From an optimization exercise on the open Yosys and OpenROAD flow, aimed at small area and a short achievable clock period; shortcuts taken in it are not production practice. At most, simulation tests tie the RTL to the original design; equivalence was not proved. Function not checked in runs 1 to 4: the RTL went through the layout flow alone. Power is estimated from default activity; no workload was simulated.

File: design/flow/design.v
module pulse_seq_multi #(
  parameter int unsigned NumCh     = 4,
  parameter int unsigned CntW      = 24,
  parameter int unsigned ScanSteps = 16
) (
  input  logic                          clk,
  input  logic                          rst,
  input  logic                          trig,
  input  logic                          scan_trig,
  input  logic                          cfg_we,
  input  logic [((NumCh > 1) ? $clog2(NumCh) : 1)-1:0] cfg_ch,
  input  logic [1:0]                    cfg_sel,
  input  logic [CntW-1:0]               cfg_data,
  output logic [NumCh-1:0]              pulse,
  output logic                          busy,
  output logic [$clog2(ScanSteps)-1:0]  scan_idx,
  output logic                          overrun
);
  localparam int unsigned ChW  = (NumCh > 1) ? $clog2(NumCh) : 1;
  localparam int unsigned IdxW = $clog2(ScanSteps);
  localparam logic [IdxW-1:0] LastIdx = IdxW'(ScanSteps - 1);
  logic [2:0]       trig_sync_q, scan_sync_q;
  logic             trig_edge_q, scan_edge_q;
  logic [NumCh-1:0] mask_q, act_q, pulse_q, first_q, act_d;
  logic             busy_q;
  logic [IdxW-1:0]  idx_q;
  logic             overrun_q, any_edge, shot, scan_shot, mask_wr, off_clr;
  logic [CntW-1:0]  wdata;
  function automatic logic [CntW-1:0] sat_add(input logic [CntW-1:0] a, input logic [CntW-1:0] b);
    logic [CntW-1:0] g, p, gn, pn;
    g = a & b;
    p = a ^ b;
    for (int s = 1; s < CntW; s = s * 2) begin
      gn = g;
      pn = p;
      for (int i = 0; i < CntW; i++) begin
        if ((i / s) % 2 == 1) begin
          gn[i] = g[i] | (p[i] & g[(i / s) * s - 1]);
          pn[i] = p[i] & p[(i / s) * s - 1];
        end
      end
      g = gn;
      p = pn;
    end
    sat_add = (a ^ b ^ {g[CntW-2:0], 1'b0}) | {CntW{g[CntW-1]}};
  endfunction
  function automatic logic [CntW-1:0] dec1(input logic [CntW-1:0] a);
    logic [CntW-1:0] o, on;
    o = a;
    for (int s = 1; s < CntW; s = s * 2) begin
      on = o;
      for (int i = 0; i < CntW; i++) begin
        if ((i / s) % 2 == 1) on[i] = o[i] | o[(i / s) * s - 1];
      end
      o = on;
    end
    dec1 = a ^ ~{o[CntW-2:0], 1'b0};
  endfunction
  assign busy      = busy_q;
  assign any_edge  = trig_edge_q | scan_edge_q;
  assign shot      = any_edge & ~busy_q;
  assign scan_shot = shot & scan_edge_q;
  assign mask_wr   = cfg_we & (cfg_sel == 2'd3);
  assign wdata     = cfg_data & {CntW{~rst}};
  assign off_clr   = rst | mask_wr | (scan_shot & (idx_q == LastIdx));
  always_ff @(posedge clk) begin
    if (rst) begin
      trig_sync_q <= '0;
      scan_sync_q <= '0;
      trig_edge_q <= 1'b0;
      scan_edge_q <= 1'b0;
      idx_q       <= '0;
      overrun_q   <= 1'b0;
    end else begin
      trig_sync_q <= {trig_sync_q[1:0], trig};
      scan_sync_q <= {scan_sync_q[1:0], scan_trig};
      trig_edge_q <= trig_sync_q[1] & ~trig_sync_q[2];
      scan_edge_q <= scan_sync_q[1] & ~scan_sync_q[2];
      if (mask_wr)        idx_q <= '0;
      else if (scan_shot) idx_q <= idx_q + IdxW'(1);
      if (any_edge && busy) overrun_q <= 1'b1;
      else if (mask_wr)     overrun_q <= 1'b0;
    end
  end
  always_ff @(posedge clk) begin
    if (rst || mask_wr) mask_q <= wdata[NumCh-1:0];
  end
  for (genvar c = 0; c < NumCh; c++) begin : g_ch
    logic [CntW-1:0] delay_q, width_q, step_q, offset_q, cnt_q, wlat_q, eff_w;
    logic            ch_wr, dnz, ewnz, wlnz, last;
    assign ch_wr = cfg_we & (cfg_ch == ChW'(c));
    assign eff_w = scan_edge_q ? sat_add(width_q, offset_q) : width_q;
    assign ewnz  = (width_q != '0) | (scan_edge_q & (offset_q != '0));
    assign dnz   = delay_q != '0;
    assign wlnz  = wlat_q != '0;
    always_ff @(posedge clk) begin
      if (rst || (ch_wr && cfg_sel == 2'd0)) delay_q <= wdata;
      if (rst || (ch_wr && cfg_sel == 2'd1)) width_q <= wdata;
      if (rst || (ch_wr && cfg_sel == 2'd2)) step_q  <= wdata;
      if (off_clr)        offset_q <= '0;
      else if (scan_shot) offset_q <= sat_add(offset_q, step_q);
    end
    logic [CntW-1:0] m;
    logic            start;
    assign m     = first_q[c] ? wlat_q : cnt_q;
    assign last  = m == CntW'(1);
    assign start = shot & mask_q[c] & (dnz | ewnz);
    always_ff @(posedge clk) begin
      if (!act_q[c]) begin
        wlat_q <= eff_w;
        cnt_q  <= delay_q;
      end else begin
        cnt_q  <= dec1(m);
      end
    end
    always_comb begin
      if (rst)              act_d[c] = 1'b0;
      else if (!act_q[c])   act_d[c] = start;
      else                  act_d[c] = ~(last & (pulse_q[c] | ~wlnz));
    end
    always_ff @(posedge clk) begin
      act_q[c]   <= act_d[c];
      first_q[c] <= act_q[c] ? (~pulse_q[c] & last & wlnz) : ~dnz;
      if (rst) begin
        pulse_q[c] <= 1'b0;
      end else if (!act_q[c]) begin
        if (start) pulse_q[c] <= ~dnz;
      end else if (last) begin
        pulse_q[c] <= ~pulse_q[c] & wlnz;
      end
    end
  end
  always_ff @(posedge clk) busy_q <= |act_d;
  assign pulse    = pulse_q;
  assign scan_idx = idx_q;
  assign overrun  = overrun_q;
endmodule
File: design/flow/run.sh
#!/bin/bash
# synth_recipe.tcl (not shown) runs the flow's synth.tcl, then flattens the netlist and writes it again
# the make line also repeats each setting of config.mk as NAME=value (left out here)
make -C /OpenROAD-flow-scripts/flow DESIGN_CONFIG=/design/flow/config.mk WORK_HOME=/design/flow/orfs CLKGATE_MAP_FILE= SYNTH_SCRIPT=/design/flow/synth_recipe.tcl finish
File: design/flow/config.mk
export PLATFORM = sky130hd
export DESIGN_NAME = pulse_seq_multi
export DESIGN_NICKNAME = pulse_seq_multi
export VERILOG_FILES = /design/flow/design.v
export SDC_FILE = /design/flow/constraint.sdc
export NUM_CORES = 4
export LEC_CHECK = 0
export CAP_MARGIN = 20
export CORE_MARGIN = 2
export CORE_UTILIZATION = 40
export SETUP_SLACK_MARGIN = 2.0
export SLEW_MARGIN = 20
File: design/flow/constraint.sdc
create_clock -name core_clock -period 5.5 [get_ports {clk}]
set_input_delay 1.1000 -clock core_clock [delete_from_list [all_inputs] [get_ports {clk}]]
set_output_delay 1.1000 -clock core_clock [all_outputs]
set_load 0.01 [all_outputs]
==> metrics.cfg, run 1 <==
[cells_and_area]
final_cell_mix = edfxtp_1, dfxtp_1, ha_1, nor2_1, a21oi_1
layout.nets = 3009
finish.utilization_pct = 45.5
drive_above_1_share_pct = 11.0
area_delta_synth_final_pct = 12.8
final_area_um2 = 35100
final_common_cell = edfxtp_1
n_antenna_cell = 0
fill_cells = 6932

[timing]
finalCriticalPeriod_ns = 3.36
setup_tns_ns = 0
final-max-slew-violation-count = 0
timing.final.crit_share_pct = 61.2
setup_viol = 0
fmax_ghz = 0.297
rsz0062_at_grt = false
hold_viol_final = 0
clock_skew_ns = 0.0301
relSlewSlack_pct = 22.7
tightest_slew_ns = 1.16
holdWs_ns = 0.381

[floorplanning]
ios = 43
coreArea_um2 = 77200
dieArea_um2 = 80100
chipWidth_um = 283
start_util_pct = 40.3
rows = 102
dieHeight_um = 283

[placed_design]
place_area_um2 = 32900
place_congestion = 0.877
io_buffer_count = 42
dp_hpwl_um = 57500

[status]
status = no timing/DRC/antenna violations

[drt]
route.detailed.drc = 0
viasPerCell = 5.74
wl_um = 85500
wl_per_cell_um = 22.4
firstDrtPassIters = 5
route.vias.total = 21900
drt_iter0_drc = 1679
ant_nets = 0

[worst_setup_path]
critical_path_class = reg2reg
cp.required_ns = 5.83
cp.arrival_ns = 3.70
cp_slowest_stage_delay_ns = 0.39
crit_slowest_cell = edfxtp_1
start_kind = flop
crit_family = compound AO/OA/AOI/OAI gates
worstPathCellList = ha_1, fa_1, a21o_1, a31o_2, a31oi_4, o211ai_1, a32oi_1, o21ai_1, a21oi_1, o21bai_1, buf_4, o22a_1
crit_buf_inv = 1
worst-r2r-cell-count = 12
crit_path_max_fanout = 22
crit_cells = 12
cp-end-kind = flop

[synth]
async_flop_share_pct = 0
ys_types = 77
yosys_warnings = 1
synth_edf_count = 388
syn-instance-count = 2663
yosysSeqAreaShare_pct = 51.4
synth_seq_cells = 606
ys.flop_type = edfxtp_1
syn_area_um2 = 31100
syn_avg_cell_area_um2 = 11.7
synth_fp_nets = 2945

[cts]
clk_path_buf_depth = 3
cts_root_buffer = clkbuf_16
clk_pin_slew_ns = 0.06
cts_sinks = 606
cts_buffers = 66
tritoncts = built
h-tree-depth = 3
clk_latency_ns = 0.61

[min_path]
whs_path_depth = 1
hold_path_class = reg2reg

[global_routing]
grt_start_max_net_pins = 101
gr-total-overflow = 0
antenna_found_initial = 6
grt_pass1_wl_um = 131000
grt_usage_pct = 21.0
grt_pass1_vias = 22300

[power]
ir_worst_vdd_mv = 0.215
power_leakage_uw = 0.0136
finalPower_uw = 12100
powerDensity_nw_per_um2 = 343

[job]
cap_violations = 0

## per-layer routing
metal  global-route usage, %  vias to the layer above  part of all wire (%)
met5                       0                        -                     0
met2                    34.5                      575                    47
met1                    28.6                    11000                    45
met4                    7.35                        0                   3.2
li1                        -                    10200                     -
met3                    2.60                      148                   4.5
## cell type report
class | count | area, um^2 | share of cell area (%)
sequential | 606 | 16000 | 45.6
multi-input combinational | 1866 | 14500 | 41.3
clock buffer | 101 | 1970 | 5.60
tap | 1040 | 1300 | 3.70
timing repair buffer | 88 | 772 | 2.20
inverter | 99 | 372 | 1.06
clock inverter | 20 | 175 | 0.498
## cell usage after synthesis (12+ instances only)
master    count  area share (%)
edfxtp_1    388              37
dfxtp_1     218              14
ha_1        209             8.4
nor2_1      167             2.0
a21oi_1     156             2.5
o21ai_0     123             2.0
xor2_1      109             3.1
inv_1        99             1.2
nand2_1      93             1.1
xnor2_1      93             2.6
nor4_1       90             1.8
o22a_1       86             2.4
mux2i_1      84             2.7
a21o_1       66             1.6
mux2_2       64             2.3
clkbuf_1     63            0.76
a31oi_1      60             1.2
nor2b_1      51             1.0
nor3_1       51            0.82
fa_1         40             2.6
o221a_2      38             1.4
nand4_1      33            0.66
nand3_1      30            0.48
and3_1       24            0.48
nand2b_1     19            0.38
o21bai_1     18            0.43
nor3b_1      14            0.34
o21a_1       12            0.29
o21ai_1      12            0.19
## sequential cells by signal (all words and copies together) (netlist names)
signal and count:
act_q 4, busy_q 1, first_q 4, g_ch.cnt_q 96, g_ch.delay_q 96, g_ch.offset_q 96
g_ch.step_q 96, g_ch.width_q 96, g_ch.wlat_q 96, idx_q 4, mask_q 4, overrun_q 1
pulse_q 4, scan_edge_q 1, scan_sync_q 3, trig_edge_q 1, trig_sync_q 3
## logic make-up (layout without fill, tap and decap cells)
kind of cell	after synthesis	count (layout)	synth area share, %
AOI/OAI and AO/OA	641	641	13.9
xor gates and xnor gates	202	202	5.68
adders and majority gates	249	249	11.0
buffers and inverters	191	308	2.53
DFF	606	606	51.4
muxes	150	150	5.11
and+or+nand+nor	624	624	10.3
## worst paths after layout
path	startpoint	endpoint	slack [ns]
setup / recovery	g_ch[1].width_q[0]	g_ch[1].wlat_q[16]	2.14
hold reg to reg	scan_sync_q[2]	scan_edge_q	0.38
setup reg to reg	g_ch[1].width_q[0]	g_ch[1].wlat_q[16]	2.14
hold / removal	scan_sync_q[2]	scan_edge_q	0.38
## repair_timing
| action | CTS | global route |
|---|---|---|
| pin swaps | 0 | 3 |
| endpoints found under the setup margin | 75 | 142 |
| hold buffers | 0 | 0 |
| resized for setup | 5 | 15 |
| setup buffers | 0 | 1 |
## through the flow
stage / std cells / setup slack [ns]
2_1_floorplan: 2663 / 2.10
3_3_place_gp: 3697 / 1.93
3_5_place_dp: 3697 / 1.86
4_1_cts: 3818 / 2.01
5_1_grt: 3820 / 2.01
6_report: 3820 / 2.14
## power by group
group	switching, uW	leakage (uW)	internal, uW
Combinational	1020	0.00688	744
Clock	1830	0.00105	2610
Sequential	409	0.00563	5440
==> run 2, diff against run 1 <==
--- a/design/flow/config.mk
+++ b/design/flow/config.mk
@@ -10,3 +10,3 @@
 export CORE_UTILIZATION = 40
-export SETUP_SLACK_MARGIN = 2.0
+export SETUP_SLACK_MARGIN = 2.5
 export SLEW_MARGIN = 20
==> run 2 against run 1 <==
Effect of this change:
- still clean on timing, DRC and antenna
- clock power is 7.7% higher
- cell area grew 3.4%
- fmax rose by 9.5%
- setup slack better by 0.29 ns
- sequential power about the same
- critical path depth stayed put
- critical endpoint is now g_ch[1].wlat_q[17]
- largest cell class unchanged
- highest routed layer unchanged
==> metrics.cfg, run 2 <==
[status]
status = no timing/DRC/antenna violations  ; unchanged

[worst_setup_path]
cp_slowest_stage_delay_ns = 0.39  ; about the same
crit_slowest_cell = edfxtp_1  ; unchanged
r2r_slack_ns = 2.43  ; was 2.14 ns
worstPathCellList = ha_2, fa_2, a21o_1, a31o_2, a31oi_4, o211ai_1, a32oi_2, o21ai_2, a21oi_2, o21bai_4, buf_6, o22a_1  ; was ha_1, fa_1, a21o_1, a31o_2, a31oi_4, o211ai_1, a32oi_1, o21ai_1, a21oi_1, o21bai_1, buf_4, o22a_1
crit_family = compound AO/OA/AOI/OAI gates  ; unchanged
cp-end-kind = flop  ; unchanged
cp.arrival_ns = 3.42  ; was 3.70 ns
crit_buf_inv = 1  ; unchanged
worst-r2r-cell-count = 12  ; unchanged
crit_cells = 12  ; unchanged
start_kind = flop  ; unchanged
cp.required_ns = 5.85  ; was 5.83 ns
crit_path_max_fanout = 11  ; was 22
critical_path_class = reg2reg  ; unchanged
r2r-start = g_ch[1].width_q[0]  ; unchanged
r2r-end = g_ch[1].wlat_q[17]  ; was g_ch[1].wlat_q[16]

[global_routing]
grt_pass1_wl_um = 131000  ; about the same
gr-total-overflow = 0  ; unchanged
grt_pass1_vias = 22100  ; was 22,300
grt_start_max_net_pins = 97  ; was 101
antenna_found_initial = 6  ; unchanged
grt_usage_pct = 21.2  ; was 21.0%

[floorplanning]
dieArea_um2 = 80100  ; unchanged
rows = 102  ; unchanged
start_util_pct = 40.3  ; unchanged
dieHeight_um = 283  ; unchanged
chipWidth_um = 283  ; unchanged
ios = 43  ; unchanged
coreArea_um2 = 77200  ; unchanged

[timing]
relSlewSlack_pct = 26.4  ; was 22.7%
finalCriticalPeriod_ns = 3.07  ; was 3.36 ns
final-max-slew-violation-count = 0  ; unchanged
holdWs_ns = 0.371  ; was 0.381 ns
rsz0062_at_grt = true  ; was false
timing.final.crit_share_pct = 55.9  ; was 61.2%
clock_skew_ns = 0.0374  ; was 0.0301 ns
fmax_ghz = 0.325  ; was 0.297 GHz
tightest_slew_ns = 1.10  ; was 1.16 ns
setup_viol = 0  ; unchanged
hold_viol_final = 0  ; unchanged
setup_tns_ns = 0  ; unchanged

[synth]
yosys.area.top_type = edfxtp_1  ; unchanged
yosys_warnings = 1  ; unchanged
ys.flop_type = edfxtp_1  ; unchanged
ys_types = 77  ; unchanged
syn-instance-count = 2663  ; unchanged
synth_most_common_cell = edfxtp_1  ; unchanged
synth_top_cells_by_count = edfxtp_1, dfxtp_1, ha_1  ; unchanged
synth_top_area_share_pct = 37.4  ; unchanged
syn_avg_cell_area_um2 = 11.7  ; unchanged
synth_edf_count = 388  ; unchanged
async_flop_share_pct = 0  ; unchanged
synth_seq_cells = 606  ; unchanged
syn_area_um2 = 31100  ; unchanged
synth_fp_nets = 2945  ; unchanged
yosysSeqAreaShare_pct = 51.4  ; unchanged
yosys-top-cells-area = edfxtp_1, dfxtp_1, ha_1, xor2_1, mux2i_1  ; unchanged

[drt]
route.detailed.drc = 0  ; unchanged
viasPerCell = 5.74  ; about the same
drt_iter0_drc = 1814  ; was 1,679
wl_um = 87100  ; was 85,500 um
firstDrtPassIters = 8  ; was 5
ant_nets = 0  ; unchanged
route.vias.total = 22300  ; was 21,900
wl_per_cell_um = 22.4  ; about the same

[power]
power_leakage_uw = 0.0140  ; was 0.0136 uW
powerDensity_nw_per_um2 = 343  ; about the same
ir_worst_vdd_mv = 0.235  ; was 0.215 mV

[cts]
cts_hold_buffers = 0  ; unchanged
clk_path_buf_depth = 3  ; unchanged
cts_root_buffer = clkbuf_16  ; unchanged
cts_buffers = 69  ; was 66
clk_latency_ns = 0.62  ; was 0.61 ns
clk_pin_slew_ns = 0.06  ; about the same
h-tree-depth = 3  ; unchanged
tritoncts = built  ; unchanged
cts_sinks = 606  ; unchanged

[cells_and_area]
finish.utilization_pct = 47.1  ; was 45.5%
final_area_um2 = 36300  ; was 35,100 um^2
layout.nets = 3067  ; was 3,009
final_cell_mix = edfxtp_1, dfxtp_1, ha_1, nor2_1, a21oi_1  ; unchanged
final_common_cell = edfxtp_1  ; unchanged
drive_above_1_share_pct = 15.0  ; was 11.0%
fill_cells = 6819  ; was 6,932
area_delta_synth_final_pct = 16.7  ; was 12.8%

[min_path]
whs_endpoint = scan_edge_q  ; unchanged
whs_path_depth = 1  ; unchanged
hold_path_class = reg2reg  ; unchanged
worstHoldStart = scan_sync_q[2]  ; unchanged

[placed_design]
place_area_um2 = 32900  ; about the same
dp_hpwl_um = 57700  ; was 57,500 um
place_congestion = 0.887  ; was 0.877
io_buffer_count = 42  ; unchanged

[job]
cap_violations = 0  ; unchanged

run 2: cell type report:
| type | instances | area (um^2) | area share, % |
|---|---|---|---|
| Sequential cell | 606 | 16000 | 44.1 |
| Multi-Input combinational cell | 1877 | 15100 | 41.5 |
| Clock buffer | 90 | 1910 | 5.25 |
| Tap cell | 1040 | 1300 | 3.58 |
| Timing Repair Buffer | 132 | 1200 | 3.31 |
| Clock inverter | 37 | 439 | 1.21 |
| Inverter | 99 | 372 | 1.02 |
| Antenna cell | 5 | 12.5 | 0.0344 |
run 2: kinds of logic (layout without fill, tap and decap cells):
| family | after synthesis | after routing | share of synthesized area (%) |
|---|---|---|---|
| compound gates | 641 | 644 | 13.9 |
| other cells | 0 | 5 | 0 |
| buf+inv | 191 | 358 | 2.53 |
| flops | 606 | 606 | 51.4 |
| mux | 150 | 150 | 5.11 |
| fa+ha+maj | 249 | 249 | 11.0 |
| xor+xnor | 202 | 202 | 5.68 |
| simple gates | 624 | 632 | 10.3 |
run 2: routing by layer:
layer  vias up  GRT usage, %  part of all wire [%]
met5         -             0                     0
met4         0          8.59                   3.8
met2       728          33.6                    46
met3       194          3.82                   6.2
li1      10400             -                     -
met1     11000          28.6                    44
run 2: worst max-delay path by stage:
stage / end / start
finish: g_ch[1].wlat_q[17] / g_ch[1].width_q[0]
global route: g_ch[1].wlat_q[12] / g_ch[1].width_q[0]
CTS: g_ch[1].wlat_q[17] / g_ch[1].width_q[0]
detailed placement: g_ch[0].wlat_q[7] / g_ch[0].width_q[0]
global placement: g_ch[0].wlat_q[5] / g_ch[0].width_q[0]
floorplan: g_ch[0].cnt_q[13] / first_q[0]
run 2: power breakdown:
part	leakage, uW	switching (uW)	internal, uW
clock	0.00114	1890	2880
combinational	0.00727	1050	775
sequential	0.00563	418	5440
run 2: timing repair:
item	4_1_cts	5_1_grt
gates cloned	10	6
pin swaps	69	53
gates resized for setup	75	55
setup endpoints to repair	165	202
setup buffers	25	18
run 2: stage by stage:
step	total power, uW	cells	setup slack, ns
after CTS	12500	3857	2.39
final	12500	3886	2.43
after floorplan	7030	2663	2.40
after global placement	7600	3695	1.88
after detailed placement	7670	3695	1.81
after global routing	13000	3881	2.28
==> run 3, diff against run 2 <==
--- a/design/flow/config.mk
+++ b/design/flow/config.mk
@@ -9,3 +9,3 @@
 export CORE_MARGIN = 2
-export CORE_UTILIZATION = 40
+export CORE_UTILIZATION = 60
 export SETUP_SLACK_MARGIN = 2.5
==> run 3 against run 2 <==
Effect of this change:
- total power down 1.4%
- critical endpoint is now g_ch[1].wlat_q[12]
- cell count down 9.1%
- flip-flop and latch count unchanged
- still clean
- critical path type unchanged
==> metrics.cfg, run 3 <==
[cts]
cts_root_buffer = clkbuf_16  ; unchanged
tritoncts = built  ; unchanged
cts_buffers = 67  ; was 69
clk_path_buf_depth = 3  ; unchanged
cts_sinks = 606  ; unchanged
clk_latency_ns = 0.62  ; about the same
h-tree-depth = 3  ; unchanged
clk_pin_slew_ns = 0.06  ; about the same
cts_hold_buffers = 0  ; unchanged

[drt]
firstDrtPassIters = 6  ; was 8
wl_um = 85600  ; was 87,100 um
route.detailed.drc = 0  ; unchanged
ant_nets = 0  ; unchanged
wl_met3_um = 6290  ; was 5440 um
route.vias.total = 22600  ; was 22,300
drt_iter0_drc = 1840  ; was 1,814
wl_met2_um = 39800  ; was 40,400 um
viasPerCell = 6.39  ; was 5.74
wl_met1_um = 36000  ; was 38,000 um
top_layer = met5  ; was met4
wl_per_cell_um = 24.2  ; was 22.4 um

[timing]
rsz0062_at_grt = true  ; unchanged
timing.final.crit_share_pct = 58.1  ; was 55.9%
setup_tns_ns = 0  ; unchanged
clock_skew_ns = 0.0189  ; was 0.0374 ns
tightest_slew_ns = 1.18  ; was 1.10 ns
hold_viol_final = 0  ; unchanged
fmax_ghz = 0.313  ; was 0.325 GHz
final-max-slew-violation-count = 0  ; unchanged
finalCriticalPeriod_ns = 3.19  ; was 3.07 ns
setup_viol = 0  ; unchanged
relSlewSlack_pct = 21.0  ; was 26.4%

[cells_and_area]
area_delta_synth_final_pct = 16.1  ; was 16.7%
finish.utilization_pct = 70.5  ; was 47.1%
final_common_cell = edfxtp_1  ; unchanged
seq_area_um2 = 16000  ; about the same
final_cell_mix = edfxtp_1, dfxtp_1, ha_1, nor2_1, a21oi_1  ; unchanged
drive_above_1_share_pct = 15.5  ; was 15.0%
fill_cells = 3655  ; was 6,819
multi_input_area_um2 = 15200  ; was 15,100 um^2
layout.nets = 3077  ; was 3,067

[synth]
yosys_warnings = 1  ; unchanged
syn-instance-count = 2663  ; unchanged
yosys.area.top_type = edfxtp_1  ; unchanged
synth_most_common_cell = edfxtp_1  ; unchanged
synth_top_cells_by_count = edfxtp_1, dfxtp_1, ha_1  ; unchanged
synth_edf_count = 388  ; unchanged
ys_types = 77  ; unchanged
yosysSeqAreaShare_pct = 51.4  ; unchanged
synth_top_area_share_pct = 37.4  ; unchanged
synth_fp_nets = 2945  ; unchanged
yosys-top-cells-area = edfxtp_1, dfxtp_1, ha_1, xor2_1, mux2i_1  ; unchanged
syn_avg_cell_area_um2 = 11.7  ; unchanged
synth_seq_cells = 606  ; unchanged
async_flop_share_pct = 0  ; unchanged
syn_area_um2 = 31100  ; unchanged
ys.flop_type = edfxtp_1  ; unchanged

[power]
sw_frac_of_total_pct = 27.2  ; was 27.0%
power_leakage_uw = 0.0142  ; was 0.0140 uW
power_frac_clock_pct = 37.3  ; was 38.3%
comb_power_share_pct = 15.1  ; was 14.6%
ir_worst_vdd_mv = 0.273  ; was 0.235 mV
powerDensity_nw_per_um2 = 340  ; was 343 nW/um^2
power_frac_seq_pct = 47.6  ; was 47.0%
p_sw_uw = 3340  ; was 3360 uW
p_int_uw = 8940  ; was 9100 uW
finalPower_uw = 12300  ; was 12,500 uW

[floorplanning]
dieArea_um2 = 53700  ; was 80,100 um^2
rows = 83  ; was 102
coreArea_um2 = 51300  ; was 77,200 um^2
ios = 43  ; unchanged
chipWidth_um = 232  ; was 283 um
dieHeight_um = 232  ; was 283 um
start_util_pct = 60.7  ; was 40.3%

[worst_setup_path]
crit_path_max_fanout = 8  ; was 11
cp.arrival_ns = 3.56  ; was 3.42 ns
start_kind = flop  ; unchanged
cp.required_ns = 5.87  ; was 5.85 ns
critical_path_class = reg2reg  ; unchanged
cp-end-kind = flop  ; unchanged

[global_routing]
grt_start_max_net_pins = 97  ; unchanged
gr-total-overflow = 0  ; unchanged
antenna_found_initial = 10  ; was 6
grt_usage_pct = 31.4  ; was 21.2%
grt_pass1_wl_um = 128000  ; was 131,000 um
grt_pass1_vias = 22500  ; was 22,100

[min_path]
hold_path_class = reg2reg  ; unchanged

[placed_design]
io_buffer_count = 42  ; unchanged
dp_hpwl_um = 55500  ; was 57,700 um
place_congestion = 0.925  ; was 0.887

[status]
status = no timing/DRC/antenna violations  ; unchanged

[job]
cap_violations = 0  ; unchanged

run 3: changes by cell type in the layout (fill, tap and decap cells not counted), sizes merged:
cell,before,now
buf,91,104
o21a,15,13
clkinv,21,15
inv,103,104
nor2b,51,52
diode,5,2
nand2,99,98
clkinvlp,3,2
clkbuf,90,95
bufinv,9,8
run 3: worst paths after layout:
path	start	endpoint	slack [ns]	cells after the start
worst max-delay path	g_ch[1].width_q[0]	g_ch[1].wlat_q[12]	2.31	13
worst min-delay path	scan_sync_q[2]	scan_edge_q	0.37	1
worst max register to register	g_ch[1].width_q[0]	g_ch[1].wlat_q[12]	2.31	13
worst min register to register	scan_sync_q[2]	scan_edge_q	0.37	1
run 3: area by class of cell:
cell class,count,share of cell area [%]
antenna,2,0.0138
tap,680,2.35
clock buffer,94,5.06
multi-input combinational,1875,42.1
inverter,99,1.03
timing repair buffer,146,4.07
sequential,606,44.3
clock inverter,30,1.05
run 3: per-layer routing:
| layer | track usage, % | up-vias |
|---|---|---|
| li1 | - | 10400 |
| met1 | 42.4 | 11100 |
| met2 | 50.6 | 891 |
| met3 | 4.38 | 209 |
| met4 | 14.1 | 6 |
| met5 | 0 | - |
run 3: cells by family after synthesis:
| logic type | after synthesis | synth area share (%) |
|---|---|---|
| AOI/OAI and AO/OA | 641 | 13.9 |
| xor gates and xnor gates | 202 | 5.68 |
| adders and majority gates | 249 | 11.0 |
| buffers and inverters | 191 | 2.53 |
| DFF | 606 | 51.4 |
| muxes | 150 | 5.11 |
| and+or+nand+nor | 624 | 10.3 |
run 3: metrics by stage:
stage	instances	hold slack, ns	area (um^2)	worst slack (ns)
after floorplan	2663	0.367	31200	2.40
after global placement	3327	0.368	32400	1.88
after detailed placement	3328	0.367	32400	1.76
after CTS	3503	0.370	35600	2.33
after global routing	3531	0.387	36200	2.21
final	3532	0.372	36200	2.31
run 3: critical path: stages (launching register included):
cell,delay (ns)
edfxtp_1,0.42
ha_2,0.22
fa_2,0.34
a21o_1,0.21
a31o_4,0.25
a31oi_4,0.21
o211ai_1,0.16
a32oi_2,0.23
o21ai_2,0.12
a21oi_4,0.20
o21bai_4,0.11
buf_12,0.15
buf_8,0.13
o22a_1,0.19
run 3: power groups by stage:
| stage | clock network, uW | logic [uW] | registers [uW] |
|---|---|---|---|
| 2_1_floorplan | 0 | 1270 | 5760 |
| 3_3_place_gp | 0 | 1650 | 5910 |
| 3_5_place_dp | 0 | 1720 | 5920 |
| 4_1_cts | 4650 | 1790 | 5830 |
| 5_1_grt | 4800 | 2040 | 5890 |
| 6_report | 4580 | 1860 | 5840 |
run 3: what timing repair did:
action                     CTS  global route
buffers inserted            42            21
hold endpoints to repair     0             0
setup endpoints to repair  179           189
gates resized for setup    100            58
gates cloned                 9             5
pin swaps                   79            83
==> run 4, diff against run 3 <==
--- a/design/flow/config.mk
+++ b/design/flow/config.mk
@@ -9,4 +9,4 @@
 export CORE_MARGIN = 2
-export CORE_UTILIZATION = 60
-export SETUP_SLACK_MARGIN = 2.5
+export CORE_UTILIZATION = 40
+export SETUP_SLACK_MARGIN = 3.0
 export SLEW_MARGIN = 20
==> run 4 against run 3 <==
Effect of this change:
- still clean on timing, DRC and antenna
- synthesized cell count did not move
- combinational power grew 11%
- clock power fell by 1%
- via count increased by 1.5%
- flip-flop and latch count is the same
- fmax increased by 2.9%
- cell count is 12% higher
- first-iteration DRC count increased by 8.1%
- sequential power up 0.9%
- critical path type unchanged
==> metrics.cfg, run 4 <==
[timing]
final-max-slew-violation-count = 0  ; unchanged
clock_skew_ns = 0.0330  ; was 0.0189 ns
relSlewSlack_pct = 30.1  ; was 21.0%
hold_viol_final = 0  ; unchanged
fmax_ghz = 0.322  ; was 0.313 GHz
setup_viol = 0  ; unchanged
timing.final.crit_share_pct = 56.4  ; was 58.1%
tightest_slew_ns = 1.04  ; was 1.18 ns
finalCriticalPeriod_ns = 3.10  ; was 3.19 ns
fin_ws_ns = 2.40  ; was 2.31 ns
setup_tns_ns = 0  ; unchanged
rsz0062_at_grt = true  ; unchanged

[synth]
yosys_warnings = 1  ; unchanged
synth_top_cells_by_count = edfxtp_1, dfxtp_1, ha_1  ; unchanged
synth_fp_nets = 2945  ; unchanged
async_flop_share_pct = 0  ; unchanged
yosys.area.top_type = edfxtp_1  ; unchanged
synth_top_area_share_pct = 37.4  ; unchanged
yosysSeqAreaShare_pct = 51.4  ; unchanged
synth_edf_count = 388  ; unchanged
yosys-top-cells-area = edfxtp_1, dfxtp_1, ha_1, xor2_1, mux2i_1  ; unchanged
synth_most_common_cell = edfxtp_1  ; unchanged
syn_avg_cell_area_um2 = 11.7  ; unchanged
syn-instance-count = 2663  ; unchanged
syn_area_um2 = 31100  ; unchanged
ys_types = 77  ; unchanged
synth_seq_cells = 606  ; unchanged
ys.flop_type = edfxtp_1  ; unchanged

[drt]
viasPerCell = 5.80  ; was 6.39
wl_met2_um = 43500  ; was 39,800 um
route.detailed.drc = 0  ; unchanged
wl_um = 93200  ; was 85,600 um
firstDrtPassIters = 8  ; was 6
route.vias.total = 22900  ; was 22,600
wl_met1_um = 40100  ; was 36,000 um
wl_met3_um = 6620  ; was 6290 um
ant_nets = 0  ; unchanged
wl_per_cell_um = 23.6  ; was 24.2 um
drt_iter0_drc = 1989  ; was 1,840
top_layer = met5  ; unchanged

[floorplanning]
rows = 102  ; was 83
coreArea_um2 = 77200  ; was 51,300 um^2
dieHeight_um = 283  ; was 232 um
chipWidth_um = 283  ; was 232 um
dieArea_um2 = 80100  ; was 53,700 um^2
start_util_pct = 40.3  ; was 60.7%
ios = 43  ; unchanged

[cells_and_area]
seq_area_um2 = 16100  ; was 16,000 um^2
fill_cells = 6555  ; was 3,655
area_delta_synth_final_pct = 24.6  ; was 16.1%
layout.nets = 3135  ; was 3,077
final_cell_mix = edfxtp_1, dfxtp_1, ha_1, nor2_1  ; was edfxtp_1, dfxtp_1, ha_1, nor2_1, a21oi_1
multi_input_area_um2 = 16800  ; was 15,200 um^2
drive_above_1_share_pct = 24.3  ; was 15.5%
final_area_um2 = 38800  ; was 36,200 um^2
final_common_cell = edfxtp_1  ; unchanged

[worst_setup_path]
critical_path_class = reg2reg  ; unchanged
r2r_slack_ns = 2.40  ; was 2.31 ns
cp.required_ns = 5.86  ; was 5.87 ns
r2r-start = g_ch[1].width_q[0]  ; unchanged
start_kind = flop  ; unchanged
cp-end-kind = flop  ; unchanged
cp.arrival_ns = 3.46  ; was 3.56 ns
r2r-end = g_ch[1].wlat_q[20]  ; was g_ch[1].wlat_q[12]
crit_path_max_fanout = 9  ; was 8
worst-r2r-cell-count = 12  ; was 13

[placed_design]
place_congestion = 0.857  ; was 0.925
place_area_um2 = 33300  ; was 32,400 um^2
io_buffer_count = 42  ; unchanged
dp_slack_ns = 1.83  ; was 1.76 ns
dp_hpwl_um = 58100  ; was 55,500 um

[cts]
clk_latency_ns = 0.63  ; was 0.62 ns
cts_root_buffer = clkbuf_16  ; unchanged
clk_pin_slew_ns = 0.06  ; about the same
cts_buffers = 68  ; was 67
clk_path_buf_depth = 3  ; unchanged
cts_sinks = 606  ; unchanged
h-tree-depth = 3  ; unchanged
cts_hold_buffers = 0  ; unchanged
tritoncts = built  ; unchanged

[power]
ir_worst_vdd_mv = 0.189  ; was 0.273 mV
powerDensity_nw_per_um2 = 322  ; was 340 nW/um^2
power_leakage_uw = 0.0149  ; was 0.0142 uW

[min_path]
whs_endpoint = scan_edge_q  ; unchanged
hold_path_class = reg2reg  ; unchanged
whs_path_depth = 1  ; unchanged
worstHoldStart = scan_sync_q[2]  ; unchanged

[global_routing]
grt_start_max_net_pins = 63  ; was 97
antenna_found_initial = 10  ; unchanged
grt_usage_pct = 22.4  ; was 31.4%
grt_pass1_vias = 22900  ; was 22,500
gr-total-overflow = 0  ; unchanged
grt_pass1_wl_um = 138000  ; was 128,000 um

[job]
cap_violations = 0  ; unchanged

[status]
status = no timing/DRC/antenna violations  ; unchanged

-- run 4: area by class of cell --
cell class / count / share of cell area (%)
Tap cell: 1040 / 3.35
Clock inverter: 35 / 0.832
Antenna cell: 1 / 0.00645
Sequential cell: 606 / 41.4
Inverter: 99 / 0.958
Clock buffer: 90 / 4.84
Timing Repair Buffer: 201 / 5.27
Multi-Input combinational cell: 1877 / 43.3
-- run 4: how the worst max path moves through the flow --
stage	start	endpoint	slack (ns)	cells past startpoint
6_report	g_ch[1].width_q[0]	g_ch[1].wlat_q[20]	2.40	12
5_1_grt	g_ch[1].width_q[11]	g_ch[1].wlat_q[20]	2.26	11
4_1_cts	g_ch[2].width_q[0]	g_ch[2].wlat_q[10]	2.41	12
3_5_place_dp	cfg_sel[1]	g_ch[2].offset_q[12]	1.83	6
3_3_place_gp	cfg_sel[1]	g_ch[2].offset_q[12]	1.88	6
2_1_floorplan	g_ch[3].width_q[0]	g_ch[3].wlat_q[10]	2.64	12
-- run 4: power by group --
group          total (uW)  leakage [uW]  switching, uW  internal, uW
clock network        4530       0.00108           1880          2650
logic                2070       0.00821           1170           893
registers            5890       0.00564            445          5440
total               12500        0.0149           3500          8980
-- run 4: logic make-up (layout without fill, tap and decap cells) --
logic type	after synthesis	after routing	synth area share, %
compound gates	641	647	13.9
simple gates	624	629	10.3
flops	606	606	51.4
fa+ha+maj	249	249	11.0
xor+xnor	202	202	5.68
buf+inv	191	425	2.53
mux	150	150	5.11
other cells	0	1	0
-- run 4: per-layer routing --
| layer | global-route usage (%) | vias up |
|---|---|---|
| met2 | 36.1 | 742 |
| met3 | 3.58 | 165 |
| met5 | 0 | - |
| met1 | 30.6 | 11500 |
| met4 | 7.66 | 2 |
| li1 | - | 10500 |
-- run 4: per-stage QoR --
| stage | util (%) | std cells | power, uW | hold WS, ns |
|---|---|---|---|---|
| finish | 50.3 | 3949 | 12500 | 0.369 |
| global route | 50.3 | 3948 | 13000 | 0.390 |
| CTS | 48.9 | 3910 | 12400 | 0.371 |
| detailed placement | 43.1 | 3681 | 7710 | 0.362 |
| global placement | 43.1 | 3681 | 7640 | 0.370 |
| floorplan | - | 2663 | 7080 | 0.367 |
-- run 4: critical path, cell delays in order, from the launching register on --
cell      delay, ns
edfxtp_1       0.41
ha_2           0.20
fa_2           0.34
a21o_1         0.19
a31o_4         0.24
a31oi_4        0.22
o211ai_1       0.17
a32oi_2        0.29
o21ai_2        0.10
a21oi_2        0.21
o21bai_4       0.13
buf_12         0.16
o22a_1         0.19
-- run 4: what timing repair did --
item | 4_1_cts | 5_1_grt
endpoints found under the setup margin | 466 | 462
resized for setup | 270 | 124
cloned | 18 | 3
buffers inserted | 86 | 33
pin swaps | 103 | 60
==> run 5, diff against run 4 <==
--- a/design/flow/design.v
+++ b/design/flow/design.v
@@ -28,3 +28,3 @@
   logic [CntW-1:0]  wdata;
-  function automatic logic [CntW-1:0] sat_add(input logic [CntW-1:0] a, input logic [CntW-1:0] b);
+  function automatic logic [CntW:0] add_c(input logic [CntW-1:0] a, input logic [CntW-1:0] b);
     logic [CntW-1:0] g, p, gn, pn;
@@ -44,3 +44,3 @@
     end
-    sat_add = (a ^ b ^ {g[CntW-2:0], 1'b0}) | {CntW{g[CntW-1]}};
+    add_c = {g[CntW-1], a ^ b ^ {g[CntW-2:0], 1'b0}};
   endfunction
@@ -88,9 +88,14 @@
   for (genvar c = 0; c < NumCh; c++) begin : g_ch
-    logic [CntW-1:0] delay_q, width_q, step_q, offset_q, cnt_q, wlat_q, eff_w;
-    logic            ch_wr, dnz, ewnz, wlnz, last;
-    assign ch_wr = cfg_we & (cfg_ch == ChW'(c));
-    assign eff_w = scan_edge_q ? sat_add(width_q, offset_q) : width_q;
-    assign ewnz  = (width_q != '0) | (scan_edge_q & (offset_q != '0));
-    assign dnz   = delay_q != '0;
-    assign wlnz  = wlat_q != '0;
+    logic [CntW-1:0] delay_q, width_q, step_q, offset_q, cnt_q, wlat_q, eff_w, wlat_full, m;
+    logic [CntW:0]   sum_w, sum_o;
+    logic            osat_q, wsat_q, eff_sat;
+    logic            ch_wr, dnz, ewnz, wlnz, last, start;
+    assign ch_wr   = cfg_we & (cfg_ch == ChW'(c));
+    assign sum_w   = add_c(width_q, offset_q);
+    assign sum_o   = add_c(offset_q, step_q);
+    assign eff_w   = scan_edge_q ? sum_w[CntW-1:0] : width_q;
+    assign eff_sat = scan_edge_q & (sum_w[CntW] | osat_q);
+    assign ewnz    = (width_q != '0) | (scan_edge_q & ((offset_q != '0) | osat_q));
+    assign dnz     = delay_q != '0;
+    assign wlnz    = (wlat_q != '0) | wsat_q;
     always_ff @(posedge clk) begin
@@ -99,10 +104,14 @@
       if (rst || (ch_wr && cfg_sel == 2'd2)) step_q  <= wdata;
-      if (off_clr)        offset_q <= '0;
-      else if (scan_shot) offset_q <= sat_add(offset_q, step_q);
+      if (off_clr) begin
+        offset_q <= '0;
+        osat_q   <= 1'b0;
+      end else if (scan_shot) begin
+        offset_q <= sum_o[CntW-1:0];
+        osat_q   <= osat_q | sum_o[CntW];
+      end
     end
-    logic [CntW-1:0] m;
-    logic            start;
-    assign m     = first_q[c] ? wlat_q : cnt_q;
-    assign last  = m == CntW'(1);
-    assign start = shot & mask_q[c] & (dnz | ewnz);
+    assign wlat_full = wlat_q | {CntW{wsat_q}};
+    assign m         = first_q[c] ? wlat_full : cnt_q;
+    assign last      = m == CntW'(1);
+    assign start     = shot & mask_q[c] & (dnz | ewnz);
     always_ff @(posedge clk) begin
@@ -110,2 +119,3 @@
         wlat_q <= eff_w;
+        wsat_q <= eff_sat;
         cnt_q  <= delay_q;
--- a/design/flow/config.mk
+++ b/design/flow/config.mk
@@ -10,3 +10,3 @@
 export CORE_UTILIZATION = 40
-export SETUP_SLACK_MARGIN = 3.0
+export SETUP_SLACK_MARGIN = 2.0
 export SLEW_MARGIN = 20
==> run 5 against run 4 <==
Effect of this change:
- largest cell class is now flip-flops and latches
- global-route usage fell by 1.2 points
- critical path depth fell by 2
- clock power rose by 1%
- cell count grew 0.38%
- still clean on timing, DRC and antenna
- via count shrank 1.7%
- die area about the same
- combinational power shrank 17%
- sequential power is 0.7% higher
- synthesized area about the same
==> metrics.cfg, run 5 <==
[cells_and_area]
final_cell_count_no_fill = 3964  ; was 3,949
drive_above_1_share_pct = 9.52  ; was 24.3%
final_cell_mix = edfxtp_1, nor2_1, a21oi_1, nand2_1, dfxtp_1  ; was edfxtp_1, dfxtp_1, ha_1, nor2_1
layout.nets = 3152  ; was 3,135
final_common_cell = edfxtp_1  ; unchanged
area_delta_synth_final_pct = 12.9  ; was 24.6%

[drt]
firstDrtPassIters = 5  ; was 8
viasPerCell = 5.68  ; was 5.80
route.detailed.drc = 0  ; unchanged
wl_um = 86400  ; was 93,200 um
route.vias.total = 22500  ; was 22,900
ant_nets = 0  ; unchanged
wl_per_cell_um = 21.8  ; was 23.6 um
drt_iter0_drc = 1782  ; was 1,989

[synth]
synth_most_common_cell = edfxtp_1  ; unchanged
synth_fp_nets = 3099  ; was 2,945
yosys_warnings = 1  ; unchanged
yosysSeqAreaShare_pct = 52.0  ; was 51.4%
yosys.area.top_type = edfxtp_1  ; unchanged
ys_types = 89  ; was 77
syn-instance-count = 2817  ; was 2,663
synth_top_cells_by_count = edfxtp_1, nor2_1, a21oi_1  ; was edfxtp_1, dfxtp_1, ha_1
ys.flop_type = edfxtp_1  ; unchanged
synth_edf_count = 392  ; was 388
synth_top_area_share_pct = 37.8  ; was 37.4%
synth_seq_cells = 614  ; was 606
async_flop_share_pct = 0  ; unchanged
syn_avg_cell_area_um2 = 11.1  ; was 11.7 um^2
syn_area_um2 = 31200  ; was 31,100 um^2
yosys-top-cells-area = edfxtp_1, dfxtp_1, ha_1, a21oi_1, xnor2_1  ; was edfxtp_1, dfxtp_1, ha_1, xor2_1, mux2i_1

[timing]
hold_viol_final = 0  ; unchanged
tightest_slew_ns = 1.08  ; was 1.04 ns
setup_tns_ns = 0  ; unchanged
timing.final.crit_share_pct = 60.2  ; was 56.4%
setup_viol = 0  ; unchanged
final-max-slew-violation-count = 0  ; unchanged
rsz0062_at_grt = false  ; was true
fmax_ghz = 0.302  ; was 0.322 GHz
finalCriticalPeriod_ns = 3.31  ; was 3.10 ns
relSlewSlack_pct = 27.9  ; was 30.1%
clock_skew_ns = 0.0236  ; was 0.0330 ns

[cts]
clk_pin_slew_ns = 0.06  ; about the same
cts_root_buffer = clkbuf_16  ; unchanged
clk_latency_ns = 0.60  ; was 0.63 ns
clk_path_buf_depth = 3  ; unchanged
cts_sinks = 614  ; was 606
tritoncts = built  ; unchanged
h-tree-depth = 3  ; unchanged
cts_buffers = 69  ; was 68

[worst_setup_path]
start_kind = flop  ; unchanged
cp.arrival_ns = 3.82  ; was 3.46 ns
crit_path_max_fanout = 5  ; was 9
cp-end-kind = flop  ; unchanged
critical_path_class = reg2reg  ; unchanged
cp.required_ns = 6.01  ; was 5.86 ns

[power]
finalPower_uw = 12200  ; was 12,500 uW
power_leakage_uw = 0.0135  ; was 0.0149 uW
powerDensity_nw_per_um2 = 347  ; was 322 nW/um^2
ir_worst_vdd_mv = 0.217  ; was 0.189 mV

[global_routing]
antenna_found_initial = 12  ; was 10
grt_start_max_net_pins = 68  ; was 63
grt_pass1_wl_um = 132000  ; was 138,000 um
grt_usage_pct = 21.2  ; was 22.4%
grt_pass1_vias = 22400  ; was 22,900
gr-total-overflow = 0  ; unchanged

[placed_design]
place_congestion = 0.849  ; was 0.857
dp_hpwl_um = 59000  ; was 58,100 um
place_inst = 3834  ; was 3,681
io_buffer_count = 42  ; unchanged

[status]
status = no timing/DRC/antenna violations  ; unchanged

[job]
cap_violations = 0  ; unchanged

[floorplanning]
dieArea_um2 = 80200  ; was 80,100 um^2
dieHeight_um = 283  ; about the same
chipWidth_um = 283  ; about the same
rows = 102  ; unchanged
coreArea_um2 = 77300  ; was 77,200 um^2
ios = 43  ; unchanged
start_util_pct = 40.3  ; about the same

[min_path]
hold_path_class = reg2reg  ; unchanged

-- run 5: routing by layer --
| metal | vias up | part of all wire, % | GRT usage (%) |
|---|---|---|---|
| li1 | 10700 | - | - |
| met3 | 161 | 6.9 | 4.74 |
| met2 | 685 | 46 | 34.0 |
| met1 | 11000 | 44 | 28.1 |
| met4 | 6 | 3.5 | 7.65 |
| met5 | - | 0.043 | 0 |
-- run 5: metrics by stage --
step / area (um^2) / setup WS, ns / hold WS (ns) / utilization [%]
CTS: 35100 / 2.02 / 0.382 / 45.3
floorplan: 31200 / 1.94 / 0.367 / -
detailed placement: 32800 / 1.44 / 0.363 / 42.5
finish: 35200 / 2.19 / 0.380 / 45.5
global placement: 32800 / 1.53 / 0.368 / 42.5
global route: 35200 / 2.00 / 0.402 / 45.5
-- run 5: layout make-up --
| type | count | area, um^2 |
|---|---|---|
| Fill cell | 7100 | 42200 |
| Sequential cell | 614 | 16200 |
| Multi-Input combinational cell | 2022 | 14400 |
| Clock buffer | 104 | 2020 |
| Tap cell | 1040 | 1300 |
| Timing Repair Buffer | 83 | 731 |
| Inverter | 80 | 300 |
| Clock inverter | 18 | 195 |
| Antenna cell | 3 | 7.51 |
-- run 5: worst paths after layout --
| path | startpoint | endpoint | slack, ns | cells past startpoint |
|---|---|---|---|---|
| min | scan_sync_q[2] | scan_edge_q | 0.38 | 1 |
| min reg2reg | scan_sync_q[2] | scan_edge_q | 0.38 | 1 |
| max | g_ch[3].step_q[0] | g_ch[3].offset_q[17] | 2.19 | 10 |
| max reg2reg | g_ch[3].step_q[0] | g_ch[3].offset_q[17] | 2.19 | 10 |
-- run 5: logic make-up after synthesis --
family / Yosys count / synth area share, %
simple gates: 862 / 13.4
xor+xnor: 170 / 4.78
flops: 614 / 52.0
buf+inv: 181 / 2.39
compound gates: 670 / 13.9
mux: 71 / 2.52
fa+ha+maj: 249 / 11.0
-- run 5: where the power goes --
| part | leakage [uW] | switching, uW | total [uW] | internal [uW] |
|---|---|---|---|---|
| sequential | 0.00571 | 415 | 5930 | 5520 |
| combinational | 0.00670 | 1030 | 1710 | 681 |
| clock | 0.00108 | 1850 | 4580 | 2720 |
-- run 5: timing repair --
action	in CTS	in global routing
setup buffers	0	4
pin swaps	0	3
gates resized for setup	1	7
hold buffers	0	0
setup endpoints to repair	1	35
-- run 5: critical path, cell delays in order, from the launching register on --
cell and delay, ns:
edfxtp_1 0.37, ha_1 0.22, fa_1 0.43, a211oi_1 0.28, o21bai_1 0.21, a2111oi_4 0.40
o31a_1 0.31, o21ai_0 0.21, fa_1 0.41, xnor2_1 0.14, a211oi_1 0.25
==> run 6, diff against run 5 <==
--- a/design/flow/config.mk
+++ b/design/flow/config.mk
@@ -10,3 +10,3 @@
 export CORE_UTILIZATION = 40
-export SETUP_SLACK_MARGIN = 2.0
+export SETUP_SLACK_MARGIN = 2.8
 export SLEW_MARGIN = 20
==> run 6 against run 5 <==
Effect of this change:
- setup slack better by 0.41 ns
- global-route usage up 1.1 points
- non-clock buffer count up 113
- cell area up 6.1%
- first-iteration DRC count up 16%
- flip-flop and latch count unchanged
- synthesized cell count unchanged
- clock power about the same
- largest cell class unchanged
==> metrics.cfg, run 6 <==
[cts]
h-tree-depth = 3  ; unchanged
cts_sinks = 614  ; unchanged
clk_latency_ns = 0.62  ; was 0.60 ns
cts_buffers = 68  ; was 69
cts_root_buffer = clkbuf_16  ; unchanged
clk_path_buf_depth = 3  ; unchanged
tritoncts = built  ; unchanged
clk_pin_slew_ns = 0.06  ; about the same

[floorplanning]
ios = 43  ; unchanged
dieHeight_um = 283  ; unchanged
start_util_pct = 40.3  ; unchanged
rows = 102  ; unchanged
chipWidth_um = 283  ; unchanged
coreArea_um2 = 77300  ; unchanged
dieArea_um2 = 80200  ; unchanged

[timing]
final-max-slew-violation-count = 0  ; unchanged
relSlewSlack_pct = 36.7  ; was 27.9%
fmax_ghz = 0.344  ; was 0.302 GHz
timing.final.crit_share_pct = 52.8  ; was 60.2%
finalCriticalPeriod_ns = 2.90  ; was 3.31 ns
hold_viol_final = 0  ; unchanged
setup_viol = 0  ; unchanged
holdWs_ns = 0.406  ; was 0.380 ns
setup_tns_ns = 0  ; unchanged
rsz0062_at_grt = true  ; was false
clock_skew_ns = 0.0305  ; was 0.0236 ns
tightest_slew_ns = 0.947  ; was 1.08 ns

[drt]
drt_iter0_drc = 2061  ; was 1,782
route.vias.total = 23600  ; was 22,500
viasPerCell = 5.78  ; was 5.68
wl_met1_um = 39300  ; was 38,100 um
ant_nets = 0  ; unchanged
wl_um = 92200  ; was 86,400 um
route.detailed.drc = 0  ; unchanged
wl_met3_um = 6370  ; was 5940 um
wl_met2_um = 43400  ; was 39,300 um
top_layer = met5  ; unchanged
wl_per_cell_um = 22.6  ; was 21.8 um
firstDrtPassIters = 5  ; unchanged

[power]
power_leakage_uw = 0.0144  ; was 0.0135 uW
powerDensity_nw_per_um2 = 334  ; was 347 nW/um^2
ir_worst_vdd_mv = 0.176  ; was 0.217 mV

[worst_setup_path]
crit_path_end = g_ch[2].wlat_q[22]  ; was g_ch[3].offset_q[17]
crit_slowest_cell = edfxtp_1  ; was fa_1
critical_path_class = reg2reg  ; unchanged
cp-end-kind = flop  ; unchanged
crit_path_max_fanout = 5  ; unchanged
timing.critical_path.from = g_ch[2].width_q[13]  ; was g_ch[3].step_q[0]
cp.required_ns = 5.84  ; was 6.01 ns
worst-r2r-cell-count = 8  ; was 10
cp_slowest_stage_delay_ns = 0.43  ; about the same
r2r-end = g_ch[2].wlat_q[22]  ; was g_ch[3].offset_q[17]
r2r-start = g_ch[2].width_q[13]  ; was g_ch[3].step_q[0]
start_kind = flop  ; unchanged
worstPathCellList = ha_1, and4_1, a221o_1, a221oi_2, nand2_4, a311oi_4, xnor2_1, mux2_4  ; was ha_1, fa_1, a211oi_1, o21bai_1, a2111oi_4, o31a_1, o21ai_0, fa_1, xnor2_1, a211oi_1
r2r_slack_ns = 2.60  ; was 2.19 ns
cp.arrival_ns = 3.24  ; was 3.82 ns

[cells_and_area]
final_cell_mix = edfxtp_1, nor2_1, nand2_1, a21oi_1, dfxtp_1  ; was edfxtp_1, nor2_1, a21oi_1, nand2_1, dfxtp_1
finish.utilization_pct = 48.3  ; was 45.5%
layout.nets = 3267  ; was 3,152
final_common_cell = edfxtp_1  ; unchanged
drive_above_1_share_pct = 19.2  ; was 9.52%
area_delta_synth_final_pct = 19.8  ; was 12.9%
final_cell_count_no_fill = 4081  ; was 3,964
final_area_um2 = 37300  ; was 35,200 um^2

[global_routing]
grt_pass1_wl_um = 139000  ; was 132,000 um
grt_start_max_net_pins = 82  ; was 68
gr-total-overflow = 0  ; unchanged
grt_usage_pct = 22.3  ; was 21.2%
antenna_found_initial = 12  ; unchanged
grt_pass1_vias = 23300  ; was 22,400

[synth]
syn-instance-count = 2817  ; unchanged
synth_edf_count = 392  ; unchanged
async_flop_share_pct = 0  ; unchanged
synth_most_common_cell = edfxtp_1  ; unchanged
syn_area_um2 = 31200  ; unchanged
synth_top_area_share_pct = 37.8  ; unchanged
yosys-top-cells-area = edfxtp_1, dfxtp_1, ha_1, a21oi_1, xnor2_1  ; unchanged
yosys.area.top_type = edfxtp_1  ; unchanged
ys.flop_type = edfxtp_1  ; unchanged
synth_fp_nets = 3099  ; unchanged
synth_top_cells_by_count = edfxtp_1, nor2_1, a21oi_1  ; unchanged
yosys_warnings = 1  ; unchanged
yosysSeqAreaShare_pct = 52.0  ; unchanged
syn_avg_cell_area_um2 = 11.1  ; unchanged
synth_seq_cells = 614  ; unchanged
ys_types = 89  ; unchanged

[job]
cap_violations = 0  ; unchanged

[placed_design]
dp_hpwl_um = 60100  ; was 59,000 um
place_area_um2 = 33000  ; was 32,800 um^2
place_congestion = 0.869  ; was 0.849
place_inst = 3844  ; was 3,834
io_buffer_count = 42  ; unchanged

[status]
status = no timing/DRC/antenna violations  ; unchanged

[min_path]
hold_path_class = reg2reg  ; unchanged

==> run 6: worst min path at each step <==
| stage | from | endpoint | slack (ns) | cells after the start |
|---|---|---|---|---|
| after global routing | scan_sync_q[2] | scan_edge_q | 0.43 | 1 |
| after CTS | scan_sync_q[2] | scan_edge_q | 0.41 | 1 |
| after global placement | scan_sync_q[2] | scan_edge_q | 0.39 | 1 |
| after detailed placement | scan_sync_q[2] | scan_edge_q | 0.39 | 1 |
| after floorplan | scan_sync_q[2] | scan_edge_q | 0.37 | 1 |
| final | scan_sync_q[2] | scan_edge_q | 0.41 | 1 |
==> run 6: what timing repair did <==
| action | 4_1_cts | 5_1_grt |
|---|---|---|
| hold buffers | 0 | 0 |
| endpoints found under the setup margin | 375 | 268 |
| resized for setup | 158 | 148 |
| gates cloned | 2 | 1 |
| setup buffers | 70 | 38 |
| pin swaps | 82 | 100 |
| endpoints found under the hold margin | 0 | 0 |
==> run 6: stage by stage <==
step	total power (uW)	setup slack (ns)
after CTS	12400	2.57
after floorplan	7100	2.58
after detailed placement	7740	1.71
final	12500	2.60
after global routing	13000	2.48
after global placement	7670	1.77
==> run 6: kinds of logic (layout without fill, tap and decap cells) <==
family | Yosys count | count (layout) | share of synthesized area (%)
fa+ha+maj | 249 | 249 | 11.0
other cells | 0 | 1 | 0
compound gates | 670 | 671 | 13.9
simple gates | 862 | 864 | 13.4
mux | 71 | 71 | 2.52
flops | 614 | 614 | 52.0
xor+xnor | 170 | 170 | 4.78
buf+inv | 181 | 401 | 2.39
==> run 6: final cells by class <==
type                            instances  area, um^2
Tap cell                             1040        1300
Inverter                               80         300
Timing Repair Buffer                  196        1710
Sequential cell                       614       16300
Clock inverter                         33         359
Multi-Input combinational cell       2025       15500
Clock buffer                           92        1880
Antenna cell                            1        2.50
Fill cell                            6928       40000
==> run 6: where the power goes <==
part           internal (uW)  switching (uW)
registers               5520             416
logic                    787            1150
clock network           2700            1910
==> run 6: worst max-delay path: cells and delay by family (launching register included) <==
kind,cells,cell delay (ns)
AOI/OAI and AO/OA,3,1.07
xor gates and xnor gates,1,0.12
adders and majority gates,1,0.39
DFF,1,0.43
muxes,1,0.26
and+or+nand+nor,2,0.37
==> run 6: metal layers <==
layer,vias up,track usage (%)
met5,-,0
met4,2,7.69
met3,188,3.13
met2,842,37.0
met1,11600,30.0
li1,10900,-
==> run 7, diff against run 6 <==
--- a/design/flow/config.mk
+++ b/design/flow/config.mk
@@ -10,3 +10,3 @@
 export CORE_UTILIZATION = 40
-export SETUP_SLACK_MARGIN = 2.8
+export SETUP_SLACK_MARGIN = 3.2
 export SLEW_MARGIN = 20
==> run 7 against run 6 <==
Effect of this change:
- largest power group unchanged
- register-to-register slack got worse by 0.03 ns
- critical endpoint is now g_ch[2].wlat_q[14]
- highest routed layer unchanged
- count of clock-buffer cells in the layout increased by 3
- fmax decreased by 0.96%
- flip-flop and latch count unchanged
- largest cell class is now multi-input combinational cells
- sequential share of layout area decreased by 3.5 points
- synthesized area unchanged
==> metrics.cfg, run 7 <==
[status]
status = no timing/DRC/antenna violations  ; unchanged

[cts]
clk_path_buf_depth = 3  ; unchanged
h-tree-depth = 3  ; unchanged
tritoncts = built  ; unchanged
cts_sinks = 614  ; unchanged
cts_root_buffer = clkbuf_16  ; unchanged
clk_latency_ns = 0.61  ; was 0.62 ns
cts_buffers = 67  ; was 68
cts_hold_buffers = 0  ; unchanged
clk_pin_slew_ns = 0.06  ; about the same

[global_routing]
gr-total-overflow = 0  ; unchanged
grt_use_met1_pct = 29.8  ; was 30.0%
grt_pass1_wl_um = 146000  ; was 139,000 um
grt_util_met3_pct = 3.27  ; was 3.13%
grt_pass1_vias = 24600  ; was 23,300
grtUsageMet2_pct = 39.9  ; was 37.0%
grt_usage_pct = 23.4  ; was 22.3%
grt_start_max_net_pins = 52  ; was 82
top_usage_layer = met2  ; unchanged
antenna_found_initial = 15  ; was 12

[floorplanning]
rows = 102  ; unchanged
dieArea_um2 = 80200  ; unchanged
ios = 43  ; unchanged
coreArea_um2 = 77300  ; unchanged
start_util_pct = 40.3  ; unchanged
chipWidth_um = 283  ; unchanged
dieHeight_um = 283  ; unchanged

[cells_and_area]
drive_above_1_share_pct = 30.0  ; was 19.2%
finish.utilization_pct = 52.6  ; was 48.3%
area_delta_synth_final_pct = 30.5  ; was 19.8%
final_common_cell = edfxtp_1  ; unchanged
final_cell_mix = edfxtp_1, nor2_1, nand2_1, dfxtp_1, buf_4  ; was edfxtp_1, nor2_1, nand2_1, a21oi_1, dfxtp_1
layout.nets = 3398  ; was 3,267

[timing]
clock_skew_ns = 0.0202  ; was 0.0305 ns
final-max-slew-violation-count = 0  ; unchanged
tightest_slew_ns = 1.14  ; was 0.947 ns
timing.final.crit_share_pct = 53.3  ; was 52.8%
relSlewSlack_pct = 24.1  ; was 36.7%
rsz0062_at_grt = true  ; unchanged
finalCriticalPeriod_ns = 2.93  ; was 2.90 ns
setup_tns_ns = 0  ; unchanged
hold_viol_final = 0  ; unchanged
setup_viol = 0  ; unchanged
fmax_ghz = 0.341  ; was 0.344 GHz

[power]
ir_worst_vdd_mv = 0.173  ; was 0.176 mV
power_leakage_uw = 0.0158  ; was 0.0144 uW
comb_power_share_pct = 17.9  ; was 15.5%
finalPower_uw = 13100  ; was 12,500 uW
p_sw_uw = 3640  ; was 3480 uW
powerDensity_nw_per_um2 = 321  ; was 334 nW/um^2
p_int_uw = 9420  ; was 9010 uW
sw_frac_of_total_pct = 27.9  ; about the same
power_frac_seq_pct = 45.6  ; was 47.5%
power_frac_clock_pct = 36.5  ; was 37.0%

[synth]
syn_avg_cell_area_um2 = 11.1  ; unchanged
synth_top_cells_by_count = edfxtp_1, nor2_1, a21oi_1  ; unchanged
synth-xor-area-share_pct = 4.78  ; unchanged
synth_top_area_share_pct = 37.8  ; unchanged
syn-instance-count = 2817  ; unchanged
yosysSeqAreaShare_pct = 52.0  ; unchanged
synth_top_family_by_area = compound AO/OA/AOI/OAI gates  ; unchanged
synth_adder_area_share_pct = 11.0  ; unchanged
ys.flop_type = edfxtp_1  ; unchanged
async_flop_share_pct = 0  ; unchanged
synth_most_common_cell = edfxtp_1  ; unchanged
synth_edf_count = 392  ; unchanged
synth_seq_cells = 614  ; unchanged
synth-simple-area-share_pct = 13.4  ; unchanged
yosys_warnings = 1  ; unchanged
ys_types = 89  ; unchanged
muxShareOfSynthArea_pct = 2.52  ; unchanged
synth_compound_area_share_pct = 13.9  ; unchanged
yosys-top-cells-area = edfxtp_1, dfxtp_1, ha_1, a21oi_1, xnor2_1  ; unchanged
syn_area_um2 = 31200  ; unchanged
yosys.area.top_type = edfxtp_1  ; unchanged
synth_fp_nets = 3099  ; unchanged

[drt]
route.vias.total = 24800  ; was 23,600
viasPerCell = 5.87  ; was 5.78
wl_um = 100000  ; was 92,200 um
route.detailed.drc = 0  ; unchanged
wl_per_cell_um = 23.8  ; was 22.6 um
firstDrtPassIters = 8  ; was 5
drt_iter0_drc = 2187  ; was 2,061
ant_nets = 0  ; unchanged

[worst_setup_path]
cp-end-kind = flop  ; unchanged
start_kind = flop  ; unchanged
cp.arrival_ns = 3.28  ; was 3.24 ns
r2r_slack_ns = 2.57  ; was 2.60 ns
crit_path_max_fanout = 3  ; was 5
worst-r2r-cell-count = 11  ; was 8
cp.required_ns = 5.84  ; about the same
r2r-end = g_ch[2].wlat_q[14]  ; was g_ch[2].wlat_q[22]
critical_path_class = reg2reg  ; unchanged
r2r-start = g_ch[2].width_q[0]  ; was g_ch[2].width_q[13]

[placed_design]
dp_hpwl_um = 60300  ; was 60,100 um
place_congestion = 0.870  ; was 0.869
io_buffer_count = 42  ; unchanged

[min_path]
whs_path_depth = 1  ; unchanged
whs_endpoint = trig_edge_q  ; was scan_edge_q
worstHoldStart = trig_sync_q[2]  ; was scan_sync_q[2]
hold_path_class = reg2reg  ; unchanged

[job]
cap_violations = 0  ; unchanged

[run 7: worst max-delay path by stage]
stage | to | start | depth (start not counted)
floorplan | g_ch[3].osat_q | g_ch[3].step_q[0] | 10
detailed placement | g_ch[1].offset_q[18] | cfg_sel[1] | 7
CTS | g_ch[3].osat_q | g_ch[3].step_q[0] | 10
global placement | g_ch[3].offset_q[23] | cfg_sel[1] | 6
finish | g_ch[2].wlat_q[14] | g_ch[2].width_q[0] | 11
global route | g_ch[1].wlat_q[22] | g_ch[1].width_q[0] | 12
[run 7: cells by family after synthesis]
family                   count (synthesis)
AO/OA/AOI/OAI                          670
XOR/XNOR                               170
adder cells (fa/ha/maj)                249
buffers and inverters                  181
flip-flops                             614
multiplexers                            71
AND/OR/NAND/NOR                        862
[run 7: critical path, stage by stage, from the launching register on]
cell and delay [ns]:
edfxtp_1 0.40, ha_2 0.21, fa_2 0.36, a211oi_2 0.24
o21bai_2 0.12, buf_4 0.16, o2111ai_2 0.18, o211ai_1 0.18
a21o_1 0.23, a21o_1 0.19, xor2_1 0.15, mux2_4 0.26
[run 7: area by class of cell]
cell class / count / area (um^2)
Antenna cell: 8 / 20.0
Clock buffer: 95 / 1960
Clock inverter: 27 / 358
Fill cell: 6382 / 36700
Inverter: 80 / 307
Multi-Input combinational cell: 2034 / 17400
Sequential cell: 614 / 16300
Tap cell: 1040 / 1300
Timing Repair Buffer: 319 / 3030
[run 7: repair_timing]
item	4_1_cts	5_1_grt
gates resized for setup	334	289
cloned	13	3
setup buffers	152	94
setup endpoints to repair	565	546
endpoints found under the hold margin	0	0
pin swaps	167	208
[run 7: power by group through the flow]
stage	sequential, uW	combinational (uW)	clock (uW)
global placement	6010	1690	0
detailed placement	6020	1750	0
CTS	5910	2030	4840
floorplan	5840	1320	0
global route	6000	2530	5030
finish	5950	2340	4770
[run 7: per-stage QoR]
| stage | cell area (um^2) | std cells | worst slack, ns | hold WS [ns] |
|---|---|---|---|---|
| after floorplan | 31900 | 2817 | 2.80 | 0.367 |
| after global placement | 33400 | 3824 | 1.82 | 0.376 |
| after detailed placement | 33400 | 3825 | 1.87 | 0.374 |
| after CTS | 38500 | 4112 | 2.54 | 0.384 |
| after global routing | 40600 | 4209 | 2.48 | 0.395 |
| final | 40700 | 4217 | 2.57 | 0.386 |
[run 7: per-layer routing]
layer | wire, um | vias up
met4 | 4690 | 2
met5 | 13 | -
met1 | 40200 | 12300
met2 | 48000 | 1014
met3 | 7430 | 278
li1 | - | 11200

-- port drivers added, routing unchanged --
How much do the figures lean on ideal ports? The routed layouts below were timed once more, with nothing changed but the port constraints. Step 1, drivers: a clkbuf_16 drives clk and a buf_2 each remaining input, both assumed. Step 2, shift: input delay + t, output delay - t, t = (earliest + latest rising clock arrival at the registers) / 2. This alone moves slack from input paths to output paths. Slacks: ideal ports / drivers / drivers and shift; pairs: ideal ports / drivers.
run	t (ns)	setup slack, ns	hold slack, ns	latest minus earliest clock arrival (ns)	worst register clock-pin slew, ns
run 1	0.655	2.136 / 2.136 / 1.830	0.381 / 0.381 / 0.381	0.030 / 0.031	0.06 / 0.06
run 2	0.665	2.427 / 2.427 / 2.036	0.371 / 0.371 / 0.371	0.038 / 0.037	0.06 / 0.06
run 3	0.673	2.306 / 2.306 / 1.875	0.372 / 0.372 / 0.372	0.023 / 0.023	0.06 / 0.06
run 4	0.677	2.397 / 2.397 / 2.070	0.369 / 0.369 / 0.369	0.034 / 0.033	0.06 / 0.06
run 5	0.649	2.186 / 2.186 / 1.722	0.380 / 0.380 / 0.380	0.027 / 0.027	0.06 / 0.06
run 6	0.663	2.596 / 2.596 / 2.203	0.406 / 0.406 / 0.406	0.034 / 0.033	0.06 / 0.06
run 7	0.662	2.568 / 2.568 / 2.480	0.386 / 0.386 / 0.386	0.024 / 0.024	0.07 / 0.07
After both steps every run listed still meets setup and hold. The setup slack of run 5, which loses most, moves by 0.000 ns with the drivers and by -0.464 ns with both steps.
